Source: an optimization exercise on an open RTL-to-GDS flow (aim: a short achievable clock period and few clock cycles). Production flows keep margins and buffers that such runs may drop. No run shown here included a check of the RTL's function; only the layout flow was run. No activity file was given, so power comes from the tool's default toggle rates.

$ cat run.sh
#!/bin/bash
# synth_recipe.tcl (not shown) runs the flow's synth.tcl, then flattens the netlist and writes it again
# the make line also repeats each setting of config.mk as NAME=value (left out here)
make -C /OpenROAD-flow-scripts/flow DESIGN_CONFIG=/design/flow/config.mk WORK_HOME=/design/flow/orfs CLKGATE_MAP_FILE= SYNTH_SCRIPT=/design/flow/synth_recipe.tcl finish
$ cat config.mk
export PLATFORM = sky130hd
export DESIGN_NAME = dcache
export DESIGN_NICKNAME = dcache
export VERILOG_FILES = /design/flow/design.v
export SDC_FILE = /design/flow/constraint.sdc
export NUM_CORES = 4
export LEC_CHECK = 0
export ABC_CLOCK_PERIOD_IN_PS = 3000
export CAP_MARGIN = 20
export CORE_MARGIN = 2
export CORE_UTILIZATION = 35
export PLACE_DENSITY = 0.45
export SLEW_MARGIN = 20
$ cat constraint.sdc
create_clock -name core_clock -period 12.0 [get_ports {clk_i}]
set_input_delay 2.4000 -clock core_clock [delete_from_list [all_inputs] [get_ports {clk_i}]]
set_output_delay 2.4000 -clock core_clock [all_outputs]
set_load 0.01 [all_outputs]
$ cat design.v
`default_nettype none
package dcache_pkg;
    localparam int XLEN           = 32;                      
    localparam int WORDS_PER_LINE = 4;
    localparam int LINE_BITS      = XLEN * WORDS_PER_LINE;   
    localparam int N_WAYS         = 2;                       
    typedef logic [XLEN-1:0]                   word_t;      
    typedef logic [LINE_BITS-1:0]              line_t;      
    typedef logic [XLEN/8-1:0]                 byte_en_t;   
    typedef logic [$clog2(WORDS_PER_LINE)-1:0] offset_t;    
    typedef enum logic [2:0] {
        IDLE,          
        LOOKUP,        
        WRITE_BACK,    
        REFILL,        
        REFILL_DONE    
    } cache_state_t;
    typedef struct packed {
        logic     rw;        
        byte_en_t byte_en;
        word_t    addr;
        word_t    wdata;
    } cpu_req_t;
    typedef struct packed {
        logic  rw;           
        word_t addr;         
        line_t line;         
    } mem_req_t;
endpackage
`default_nettype wire
`timescale 1ns/1ps
`default_nettype none
module dcache (
    input  logic         clk_i,
    input  logic         rst_i,
    input  logic         p_strobe_i,
    input  logic         p_rw_i,
    input  logic [3:0]   p_byte_en_i,
    input  logic [31:0]  p_addr_i,
    input  logic [31:0]  p_wdata_i,
    output logic         p_ready_o,
    output logic [31:0]  p_rdata_o,
    output logic         m_strobe_o,
    output logic         m_rw_o,
    output logic [31:0]  m_addr_o,
    output logic [127:0] m_data_o,
    input  logic         m_ready_i,
    input  logic [127:0] m_data_i
);
    logic [15:0][127:0] line_q;                   
    logic [15:0][24:0]  tag_q;
    logic [7:0][1:0]    valid_q;
    logic [7:0][1:0]    dirty_q;
    logic [7:0]         lru_q;                    
    logic        in_rw_q;
    logic [3:0]  in_be_q;
    logic [31:2] in_addr_q;
    logic [31:0] in_wdata_q;
    logic [127:0] fill_q;
    always_ff @(posedge clk_i)
    begin
        in_rw_q    <= p_rw_i;
        in_be_q    <= p_byte_en_i;
        in_addr_q  <= p_addr_i[31:2];
        in_wdata_q <= p_wdata_i;
        fill_q     <= m_data_i;
    end
    logic idle_q;                                 
    logic lk_q;                                   
    logic ready_q;
    logic mstb_q;
    logic mrw_q;
    logic        req_rw_q;
    logic [3:0]  req_be_q;
    logic [31:2] req_addr_q;
    logic [31:0] req_wdata_q;
    logic        umiss_q;                         
    logic        uway_q;                          
    logic [2:0]  lk_idx;
    logic [1:0]  lk_off;
    logic [24:0] lk_tag;
    logic [1:0]  hit_w;
    logic        hit;
    logic        victim;
    logic        vdirty;
    logic [127:0] hit_line;
    logic [127:0] vic_line;
    logic [24:0]  vic_tag;
    logic [31:0]  hit_word;
    assign lk_idx = in_addr_q[6:4];
    assign lk_off = in_addr_q[3:2];
    assign lk_tag = in_addr_q[31:7];
    always_comb
    begin
        hit_w = '0;
        for (int s = 0; s < 8; s++)
            for (int w = 0; w < 2; w++)
                if (lk_idx == 3'(s) && valid_q[s][w] && tag_q[s*2+w] == lk_tag)
                    hit_w[w] = 1'b1;
    end
    assign hit      = |hit_w;
    assign victim   = lru_q[lk_idx];
    assign vdirty   = valid_q[lk_idx][victim] && dirty_q[lk_idx][victim];
    assign hit_line = line_q[{lk_idx, hit_w[1]}];
    assign vic_line = line_q[{lk_idx, victim}];
    assign vic_tag  = tag_q[{lk_idx, victim}];
    assign hit_word = hit_line[lk_off*32 +: 32];
    always_ff @(posedge clk_i)
    begin
        if (rst_i)
        begin
            idle_q  <= 1'b1;
            lk_q    <= 1'b0;
            ready_q <= 1'b0;
            mstb_q  <= 1'b0;
        end
        else
        begin
            idle_q  <= ready_q || (idle_q && !p_strobe_i);
            lk_q    <= idle_q && p_strobe_i;
            ready_q <= (lk_q && hit) || (mstb_q && !mrw_q && m_ready_i);
            if (lk_q)
                mstb_q <= !hit;
            else if (m_ready_i && !mrw_q)
                mstb_q <= 1'b0;                   
        end
    end
    always_ff @(posedge clk_i)
    begin
        if (lk_q)
        begin
            mrw_q            <= vdirty;
            m_addr_o[31:7]   <= vdirty ? vic_tag : lk_tag;
            m_addr_o[6:4]    <= lk_idx;
            m_data_o         <= vic_line;
            req_rw_q         <= in_rw_q;
            req_be_q         <= in_be_q;
            req_addr_q       <= in_addr_q;
            req_wdata_q      <= in_wdata_q;
            umiss_q          <= !hit;
            uway_q           <= hit ? hit_w[1] : victim;
        end
        else if (m_ready_i)
        begin
            mrw_q            <= 1'b0;             
            m_addr_o[31:7]   <= req_addr_q[31:7];
        end
    end
    assign m_addr_o[3:0] = 4'h0;
    always_ff @(posedge clk_i)
    begin
        if (lk_q)
            p_rdata_o <= hit_word;
        else
            p_rdata_o <= m_data_i[req_addr_q[3:2]*32 +: 32];
    end
    assign p_ready_o  = ready_q;
    assign m_strobe_o = mstb_q;
    assign m_rw_o     = mrw_q;
    logic [2:0] u_idx;
    logic [1:0] u_off;
    assign u_idx = req_addr_q[6:4];
    assign u_off = req_addr_q[3:2];
    always_ff @(posedge clk_i)
    begin
        if (ready_q)
        begin
            for (int k = 0; k < 4; k++)
                for (int b = 0; b < 4; b++)
                begin
                    if (req_rw_q && u_off == 2'(k) && req_be_q[b])
                        line_q[{u_idx, uway_q}][k*32+b*8 +: 8] <= req_wdata_q[b*8 +: 8];
                    else if (umiss_q)
                        line_q[{u_idx, uway_q}][k*32+b*8 +: 8] <= fill_q[k*32+b*8 +: 8];
                end
            if (umiss_q)
                tag_q[{u_idx, uway_q}] <= req_addr_q[31:7];
        end
    end
    always_ff @(posedge clk_i)
    begin
        if (rst_i)
        begin
            valid_q <= '0;
            dirty_q <= '0;
            lru_q   <= '0;
        end
        else if (ready_q)
        begin
            valid_q[u_idx][uway_q] <= 1'b1;
            dirty_q[u_idx][uway_q] <= req_rw_q || (!umiss_q && dirty_q[u_idx][uway_q]);
            lru_q[u_idx]           <= !uway_q;
        end
    end
endmodule
`default_nettype wire
==> results.sh, run 1 <==
export IMPL_status="complete, no violations"
export IMPL_power_density_nw_per_um2=140
export IMPL_sequential_cell_area_sq_um=85700
export IMPL_placed_area_sq_um=168000
export IMPL_power_share_clock_pct=45.4
export IMPL_whs_path_depth=0
export IMPL_synth_top_cell_area_share_pct=50.8
export IMPL_cts_resized=0
export IMPL_hold_ws_ns=0.401
export IMPL_synth_enable_flop_cells=2671
export IMPL_postCtsHoldBufs=0
export IMPL_p_comb_share_pct=9.0
export IMPL_p_int_mw=18.6
export IMPL_row_count=246
export IMPL_netSwitchingFraction_pct=26.2
export IMPL_share_of_the_yosys_chip_area_belonging_to_registers_pct=54.2
export IMPL_seq_power_share_pct=45.6
export IMPL_finalSetupViolations=0
export IMPL_stdcell_area_sq_um=180000
export IMPL_max_freq_mhz=163
export IMPL_syn_area_sq_um=158000
export IMPL_final_period_minus_worst_setup_slack_ns=6.12
export IMPL_clk_insertion_delay_late_ns=1.00
export IMPL_clock_root_buffer="sky130_fd_sc_hd__clkbuf_16"
export IMPL_ioPinCount=396
export IMPL_crit_path_max_incr_delay_ns=0.89
export IMPL_place_congestion=0.977
export IMPL_postSynthCellCount=14225
export IMPL_detail_route_antenna_nets=0
export IMPL_cts_tree="built"
export IMPL_relSlewSlack_pct=13.5
export IMPL_multi_input_comb_area_sq_um=67400
export IMPL_filler_cell_count=42833
export IMPL_initialDrtViolationCount=20461
export IMPL_final_max_slew_viol_count=0
export IMPL_number_of_hold_violations_in_the_final_report=0
export IMPL_route_detailed_drc=0
export IMPL_grt_antenna_before_repair=101
export IMPL_layout_drive_gt1_share_pct=12.9
export IMPL_htree_num_levels=5
export IMPL_dp_final_hpwl_mm=490
export IMPL_fin_skew_ns=0.0441
export IMPL_wire_length_of_the_first_global_routing_pass_mm=1080
export IMPL_clockBufferDepth=4
export IMPL_numCtsBuffers=361
export IMPL_die_area_sq_um=456000
export IMPL_synth_flop_cell="sky130_fd_sc_hd__edfxtp_1"
export IMPL_grt_usage_pct=33.9
export IMPL_synth_seq_cells=2942
export IMPL_syn_avg_cell_area_sq_um=11.1
export IMPL_synthArstFlopShare_pct=0
export IMPL_maxCapViolCount=0
export IMPL_timing_critical_path_from_type="register"
export IMPL_post_route_period_util_pct=51.0
export IMPL_worst_r2r_path_depth=11
export IMPL_cp_data_arrival_time_ns=6.73
export IMPL_worst_slew_pin_transition_ns=1.29
export IMPL_portBuffers=389
export IMPL_per_cell_via_count_in_the_routed_design=6.63
export IMPL_area_delta_synth_final_pct=14.0
export IMPL_grt_overflow_total=0
export IMPL_rsz0062_at_grt="no"
export IMPL_cts_clk_slew_worst_paths_ns=0.05
export IMPL_cpMaxStageDelayCell="sky130_fd_sc_hd__a21oi_1"
export IMPL_critical_path_class="register to register"
export IMPL_initial_utilization_pct=35.2
export IMPL_p_sw_mw=6.59
export IMPL_routed_wl_mm=804
export IMPL_timing_critical_path_to_type="register"
export IMPL_die_w_um=676
export IMPL_crit_fanout=106
export IMPL_final_setup_tns_ns=0
export IMPL_yosys_cell_count_top_type="sky130_fd_sc_hd__edfxtp_1"
export IMPL_crit_chain="mux4_2 > buf_4 > mux2_8 > buf_12 > nand2_1 > a21oi_1 > nor4_1 > o31ai_4 > buf_4 > mux2i_1 > a21oi_1"
export IMPL_post_synth_most_frequent_cells="sky130_fd_sc_hd__edfxtp_1, sky130_fd_sc_hd__nor2_1, sky130_fd_sc_hd__a22oi_1"
export IMPL_drt_pass1_iterations=7
export IMPL_largest_net_degree_at_the_start_of_global_routing=181
export IMPL_grt_pass1_vias=126776
export IMPL_synthDistinctLibCells=69
export IMPL_leakagePower_nw=61.4
export IMPL_yosysTopAreaCell="sky130_fd_sc_hd__edfxtp_1"
export IMPL_floorplan_die_height_um=676
export IMPL_worst_ir_drop_vdd_mv=0.114
export IMPL_cts_sinks=2942
export IMPL_cts_setup_buffers=0
export IMPL_vias=134730
export IMPL_core_ar_sq_um=449000
export IMPL_design_final_nets=14179
export IMPL_route_detailed_wl_per_inst_um=39.6
export IMPL_power_total_mw=25.2
export IMPL_regToRegSetupSlack_ns=5.88
export IMPL_holdCritPathClass="register to register"
export IMPL_yosysWarnings=2
export IMPL_crit_required_ns=12.60
export IMPL_synth_top_cells_by_area="sky130_fd_sc_hd__edfxtp_1, sky130_fd_sc_hd__mux4_2, sky130_fd_sc_hd__a22oi_1, sky130_fd_sc_hd__nor2_1, sky130_fd_sc_hd__a21oi_1"
power groups by stage:
stage / clock, mW / sequential, mW / combinational, mW
after floorplan: 0 / 11.6 / 1.14
after global placement: 0 / 11.7 / 2.19
after detailed placement: 0 / 11.7 / 2.21
after CTS: 11.5 / 11.5 / 2.22
after global routing: 11.9 / 11.5 / 2.32
final: 11.4 / 11.5 / 2.27
final timing paths:
| path | endpoint | start |
|---|---|---|
| setup / recovery | m_addr_o[12] | in_addr_q[4] |
| hold / removal | req_wdata_q[7] | in_wdata_q[7] |
| setup reg to reg | m_addr_o[12] | in_addr_q[4] |
| hold reg to reg | req_wdata_q[7] | in_wdata_q[7] |
layer usage:
metal / track usage [%] / share of wire (%)
met2: 52.1 / 44
met1: 44.0 / 38
met3: 7.61 / 11
met5: 0 / 0.049
met4: 20.0 / 6.9
metrics by stage:
step | std cells | setup WS [ns] | utilization [%]
finish | 20328 | 5.88 | 40.1
global placement | 19547 | 5.91 | 37.3
global route | 20285 | 5.81 | 40.1
CTS | 20225 | 5.85 | 40.0
detailed placement | 19553 | 5.87 | 37.3
floorplan | 14228 | 0.966 | -
layout make-up:
cell class              count  area share (%)
diodes                    100           0.139
clock buffers             485            5.64
clock inverters           187            1.02
inverters                  22          0.0542
multi-input cells        9855            37.4
flip-flops and latches   2942            47.6
well taps                5952            4.14
repair buffers            785            3.98
cell families (layout without fill, tap and decap cells):
logic type               count (synthesis)  after routing  share of synthesized area [%]
AND/OR/NAND/NOR                       4099           4099                           11.0
buffers and inverters                 1431           1479                           3.66
XOR/XNOR                               402            402                           2.23
multiplexers                          1147           1147                           12.1
adder cells (fa/ha/maj)                 11             11                         0.0872
AO/OA/AOI/OAI                         4192           4192                           16.7
flip-flops                            2942           2942                           54.2
other                                    1            104                        0.00238
flip-flops by register name, summed over array words and instances (netlist names), 4 cells and up:
signal       count
line_q        2048
dirty_q         16
fill_q         128
valid_q         16
tag_q          400
p_rdata_o       32
m_addr_o        25
in_addr_q       30
lru_q            8
in_wdata_q      32
m_data_o       128
req_be_q         4
req_wdata_q     32
in_be_q          4
req_addr_q      30
layout by cell type, fill, tap and decap left out, types with 374 or more instances in the layout:
| cell | Yosys | layout |
|---|---|---|
| sky130_fd_sc_hd__a21oi_1 | 1136 | 1135 |
| sky130_fd_sc_hd__o22ai_1 | 375 | 375 |
| sky130_fd_sc_hd__nor2_1 | 1884 | 1839 |
| sky130_fd_sc_hd__mux4_2 | 593 | 593 |
| sky130_fd_sc_hd__clkbuf_16 | 0 | 374 |
| sky130_fd_sc_hd__edfxtp_1 | 2671 | 2671 |
| sky130_fd_sc_hd__mux2i_1 | 427 | 424 |
| sky130_fd_sc_hd__clkdlybuf4s50_1 | 0 | 388 |
| sky130_fd_sc_hd__o21ai_0 | 861 | 861 |
| sky130_fd_sc_hd__a22oi_1 | 1488 | 1488 |
| sky130_fd_sc_hd__nand2_1 | 1334 | 1291 |
critical path, delay by kind of cell, from the launching register on:
| family | cells | cell delay, ns |
|---|---|---|
| flops | 1 | 0.73 |
| mux | 3 | 1.32 |
| compound gates | 3 | 1.30 |
| simple gates | 2 | 0.24 |
| buf+inv | 3 | 1.92 |
==> inputs of run 2 (changes only) <==
--- a/design.v
+++ b/design.v
@@ -52,21 +52,10 @@
     logic [7:0][1:0]    valid_q;
     logic [7:0][1:0]    dirty_q;
     logic [7:0]         lru_q;                    
-    logic        in_rw_q;
-    logic [3:0]  in_be_q;
-    logic [31:2] in_addr_q;
-    logic [31:0] in_wdata_q;
     logic [127:0] fill_q;
     always_ff @(posedge clk_i)
-    begin
-        in_rw_q    <= p_rw_i;
-        in_be_q    <= p_byte_en_i;
-        in_addr_q  <= p_addr_i[31:2];
-        in_wdata_q <= p_wdata_i;
-        fill_q     <= m_data_i;
-    end
+        fill_q <= m_data_i;
     logic idle_q;                                 
-    logic lk_q;                                   
     logic ready_q;
     logic mstb_q;
     logic mrw_q;
@@ -87,9 +76,9 @@
     logic [127:0] vic_line;
     logic [24:0]  vic_tag;
     logic [31:0]  hit_word;
-    assign lk_idx = in_addr_q[6:4];
-    assign lk_off = in_addr_q[3:2];
-    assign lk_tag = in_addr_q[31:7];
+    assign lk_idx = p_addr_i[6:4];
+    assign lk_off = p_addr_i[3:2];
+    assign lk_tag = p_addr_i[31:7];
     always_comb
     begin
         hit_w = '0;
@@ -110,33 +99,31 @@
         if (rst_i)
         begin
             idle_q  <= 1'b1;
-            lk_q    <= 1'b0;
             ready_q <= 1'b0;
             mstb_q  <= 1'b0;
         end
         else
         begin
             idle_q  <= ready_q || (idle_q && !p_strobe_i);
-            lk_q    <= idle_q && p_strobe_i;
-            ready_q <= (lk_q && hit) || (mstb_q && !mrw_q && m_ready_i);
-            if (lk_q)
-                mstb_q <= !hit;
+            ready_q <= (idle_q && p_strobe_i && hit) || (mstb_q && !mrw_q && m_ready_i);
+            if (idle_q)
+                mstb_q <= p_strobe_i && !hit;
             else if (m_ready_i && !mrw_q)
                 mstb_q <= 1'b0;                   
         end
     end
     always_ff @(posedge clk_i)
     begin
-        if (lk_q)
+        if (idle_q)                               
         begin
             mrw_q            <= vdirty;
             m_addr_o[31:7]   <= vdirty ? vic_tag : lk_tag;
             m_addr_o[6:4]    <= lk_idx;
             m_data_o         <= vic_line;
-            req_rw_q         <= in_rw_q;
-            req_be_q         <= in_be_q;
-            req_addr_q       <= in_addr_q;
-            req_wdata_q      <= in_wdata_q;
+            req_rw_q         <= p_rw_i;
+            req_be_q         <= p_byte_en_i;
+            req_addr_q       <= p_addr_i[31:2];
+            req_wdata_q      <= p_wdata_i;
             umiss_q          <= !hit;
             uway_q           <= hit ? hit_w[1] : victim;
         end
@@ -149,7 +136,7 @@
     assign m_addr_o[3:0] = 4'h0;
     always_ff @(posedge clk_i)
     begin
-        if (lk_q)
+        if (idle_q)
             p_rdata_o <= hit_word;
         else
             p_rdata_o <= m_data_i[req_addr_q[3:2]*32 +: 32];
--- a/config.mk
+++ b/config.mk
@@ -5,9 +5,10 @@
 export SDC_FILE = /design/flow/constraint.sdc
 export NUM_CORES = 4
 export LEC_CHECK = 0
-export ABC_CLOCK_PERIOD_IN_PS = 3000
+export ABC_CLOCK_PERIOD_IN_PS = 2500
 export CAP_MARGIN = 20
 export CORE_MARGIN = 2
 export CORE_UTILIZATION = 35
 export PLACE_DENSITY = 0.45
+export SETUP_SLACK_MARGIN = 5
 export SLEW_MARGIN = 20
==> run 2 against run 1 <==
Net effect: area after synthesis is 2.5% lower; clock skew is 0.015 ns higher; combinational power is about 40% higher; non-clock buffer count is 4 lower; cell count is 5.1% lower; largest power group unchanged; global-route usage is 0.52 points lower.
==> results.sh, run 2 <==
export IMPL_vias=128199
export IMPL_synth_flop_cell="sky130_fd_sc_hd__edfxtp_1"
export IMPL_portBuffers=389
export IMPL_postCtsHoldBufs=0
export IMPL_yosysWarnings=2
export IMPL_final_setup_tns_ns=0
export IMPL_crit_top_cell="sky130_fd_sc_hd__buf_4"
export IMPL_detail_route_antenna_nets=0
export IMPL_crit_required_ns=12.87
export IMPL_relSlewSlack_pct=15.0
export IMPL_yosysTopAreaCell="sky130_fd_sc_hd__edfxtp_1"
export IMPL_placed_cells_incl_taps=18593
export IMPL_final_max_slew_viol_count=0
export IMPL_crit_path_max_incr_delay_ns=0.71
export IMPL_rsz0062_at_grt="no"
export IMPL_design_final_nets=13283
export IMPL_worst_ir_drop_vdd_mv=0.106
export IMPL_routed_wl_mm=772
export IMPL_number_of_hold_violations_in_the_final_report=0
export IMPL_timing_critical_path_to_type="register"
export IMPL_syn_area_sq_um=154000
export IMPL_ioPinCount=396
export IMPL_synthArstFlopShare_pct=0
export IMPL_filler_cell_count=41397
export IMPL_post_route_period_util_pct=55.6
export IMPL_critPathCapture="p_rdata_o[8]"
export IMPL_clock_root_buffer="sky130_fd_sc_hd__clkbuf_16"
export IMPL_worst_r2r_path_depth=9
export IMPL_cts_clk_slew_worst_paths_ns=0.06
export IMPL_route_detailed_drc=0
export IMPL_biggestRegsByFlops="line_q: 2048 flops, tag_q: 400 flops"
export IMPL_fin_ws_ns=5.33
export IMPL_cts_tree="built"
export IMPL_cts_setup_buffers=0
export IMPL_holdCritPathClass="register to register"
export IMPL_p_int_mw=18.5
export IMPL_cts_resized=0
export IMPL_largest_net_degree_at_the_start_of_global_routing=144
export IMPL_floorplan_die_height_um=667
export IMPL_power_density_nw_per_um2=146
export IMPL_timing_critical_path_from_type="input pin"
export IMPL_netSwitchingFraction_pct=27.9
export IMPL_crit_chain="buf_8 > buf_4 > and3_1 > nand4_1 > nor4_1 > a22oi_1 > nand4_1 > buf_4 > buf_4 > mux2i_1 > a22oi_1 > a31oi_1"
export IMPL_worst_slack_after_detailed_placement_ns=4.50
export IMPL_fin_skew_ns=0.0587
export IMPL_row_count=243
export IMPL_initial_utilization_pct=35.1
export IMPL_clk_insertion_delay_late_ns=1.00
export IMPL_share_of_the_yosys_chip_area_belonging_to_registers_pct=54.7
export IMPL_p_comb_share_pct=12.4
export IMPL_worst_slew_pin_transition_ns=1.27
export IMPL_route_detailed_wl_per_inst_um=40.0
export IMPL_wire_length_of_the_first_global_routing_pass_mm=1040
export IMPL_maxCapViolCount=0
export IMPL_grt_overflow_total=0
export IMPL_synth_top_cells_by_area="sky130_fd_sc_hd__edfxtp_1, sky130_fd_sc_hd__mux4_2, sky130_fd_sc_hd__a22oi_1, sky130_fd_sc_hd__nor2_1, sky130_fd_sc_hd__a21oi_1"
export IMPL_postSynthCellCount=13254
export IMPL_layout_drive_gt1_share_pct=14.0
export IMPL_drt_pass1_iterations=12
export IMPL_final_period_minus_worst_setup_slack_ns=6.67
export IMPL_cpMaxStageDelayCell="sky130_fd_sc_hd__buf_4"
export IMPL_die_area_sq_um=445000
export IMPL_grt_pass1_vias=122073
export IMPL_dp_final_hpwl_mm=459
export IMPL_crit_fanout=53
export IMPL_regToRegSetupSlack_ns=6.36
export IMPL_clockBufferDepth=4
export IMPL_synth_seq_cells=2874
export IMPL_grt_antenna_before_repair=60
export IMPL_htree_num_levels=5
export IMPL_die_w_um=667
export IMPL_leakagePower_nw=59.6
export IMPL_p_sw_mw=7.15
export IMPL_numCtsBuffers=351
export IMPL_yosys_cell_count_top_type="sky130_fd_sc_hd__edfxtp_1"
export IMPL_syn_avg_cell_area_sq_um=11.6
export IMPL_layout_commonest_cell="sky130_fd_sc_hd__edfxtp_1"
export IMPL_post_synth_most_frequent_cells="sky130_fd_sc_hd__edfxtp_1, sky130_fd_sc_hd__nor2_1, sky130_fd_sc_hd__a22oi_1"
export IMPL_cp_startpoint="p_addr_i[5]"
export IMPL_core_ar_sq_um=438000
export IMPL_finalSetupViolations=0
export IMPL_synthDistinctLibCells=65
export IMPL_initialDrtViolationCount=19843
export IMPL_per_cell_via_count_in_the_routed_design=6.65
export IMPL_largest_reg_flops=2048
export IMPL_synth_enable_flop_cells=2671
export IMPL_registers_top_by_ff_count="line_q"
export IMPL_regToRegStartpoint="uway_q"
export IMPL_status="complete, no violations"
export IMPL_max_freq_mhz=150
export IMPL_seq_power_share_pct=45.0
export IMPL_cts_sinks=2874
export IMPL_layout_core_utilization_pct=40.1
export IMPL_area_delta_synth_final_pct=14.2
export IMPL_synth_top_cell_area_share_pct=52.1
export IMPL_rr_endpoint="line_q[1192]"
export IMPL_power_share_clock_pct=42.6
export IMPL_cp_data_arrival_time_ns=7.54
export IMPL_place_congestion=0.968
export IMPL_most_common_layout_cells="sky130_fd_sc_hd__edfxtp_1, sky130_fd_sc_hd__nor2_1, sky130_fd_sc_hd__a22oi_1"
export IMPL_instances_no_fill=19284
export IMPL_grt_usage_pct=33.4
export IMPL_critical_path_class="input pin to register"
## run 2: cell families (layout without fill, tap and decap cells)
family,Yosys count,after routing,synth area share [%]
AO/OA/AOI/OAI,3746,3746,16.1
adder cells (fa/ha/maj),12,12,0.0975
buffers and inverters,1348,1463,3.41
multiplexers,1184,1184,13.0
other,1,36,0.00244
flip-flops,2874,2874,54.7
XOR/XNOR,402,402,2.29
AND/OR/NAND/NOR,3687,3687,10.3
## run 2: area by class of cell
cell class                      instances  area, sq um  area share [%]
Multi-Input combinational cell       9035        65400            37.2
Sequential cell                      2874        84300            47.9
Clock inverter                        169         1580           0.901
Clock buffer                          486         9800            5.57
Tap cell                             5880         7360            4.18
Inverter                               27          113          0.0640
Timing Repair Buffer                  781         7260            4.13
Antenna cell                           32         80.1          0.0455
## run 2: worst min path at each step
stage	from	endpoint	slack (ns)	depth (start not counted)
global route	mstb_q	ready_q	0.52	2
finish	mstb_q	ready_q	0.50	2
CTS	valid_q[14]	valid_q[14]	0.50	2
global placement	lru_q[1]	lru_q[1]	0.47	2
detailed placement	lru_q[5]	lru_q[5]	0.48	2
floorplan	valid_q[10]	valid_q[10]	0.44	2
## run 2: power groups by stage
stage                     Sequential (mW)  Clock (mW)  Combinational, mW
after global routing                 11.5        11.4               3.26
after CTS                            11.5        11.0               3.11
final                                11.5        10.9               3.17
after global placement               11.7           0               3.06
after detailed placement             11.7           0               3.10
after floorplan                      11.6           0               1.58
## run 2: routing by layer
metal / GRT usage [%] / up-vias / wire (um)
met3: 7.52 / 1931 / 82900
met2: 51.4 / 9115 / 343000
met1: 43.6 / 66081 / 294000
met5: 0 / - / 254
li1: - / 51034 / -
met4: 18.8 / 38 / 51700
## run 2: through the flow
| stage | hold slack, ns | cell area [sq um] | power, mW |
|---|---|---|---|
| after global routing | 0.518 | 176000 | 26.2 |
| final | 0.497 | 176000 | 25.6 |
| after detailed placement | 0.484 | 164000 | 14.8 |
| after floorplan | 0.438 | 154000 | 13.2 |
| after global placement | 0.469 | 164000 | 14.8 |
| after CTS | 0.502 | 176000 | 25.7 |
## run 2: critical path: cells and delay by family
kind                   cells  cell delay (ns)
AOI/OAI and AO/OA          3             0.74
buffers and inverters      4             2.32
muxes                      1             0.64
and+or+nand+nor            4             1.36

[separate check: timing with driven ports]
No port has a modelled driver above. Below, the same layouts with a new extraction and two added sets of constraints. Step 1 sets driving cells, clkbuf_16 on the clock port and buf_2 on the other inputs (assumed; they add their load-dependent delay and slew). Step 2, shift: input delay + t, output delay - t, t = (earliest + latest rising clock arrival at the registers) / 2. This alone moves slack from input paths to output paths. Three values: no drivers, after step 1, after step 2; two values: the first two.
run | shift t [ns] | setup WS [ns] | hold slack, ns | cell pins on the clock port's net
run 1 | 1.114 | 5.876 / 5.876 / 5.876 | 0.401 / 0.401 / 0.401 | 1
run 2 | 1.089 | 5.329 / 5.392 / 4.304 | 0.497 / 0.497 / 0.497 | 1
After both steps every run listed still meets setup and hold. For run 2, which loses most, drivers alone change the setup slack by +0.063 ns; drivers and shift together by -1.025 ns.
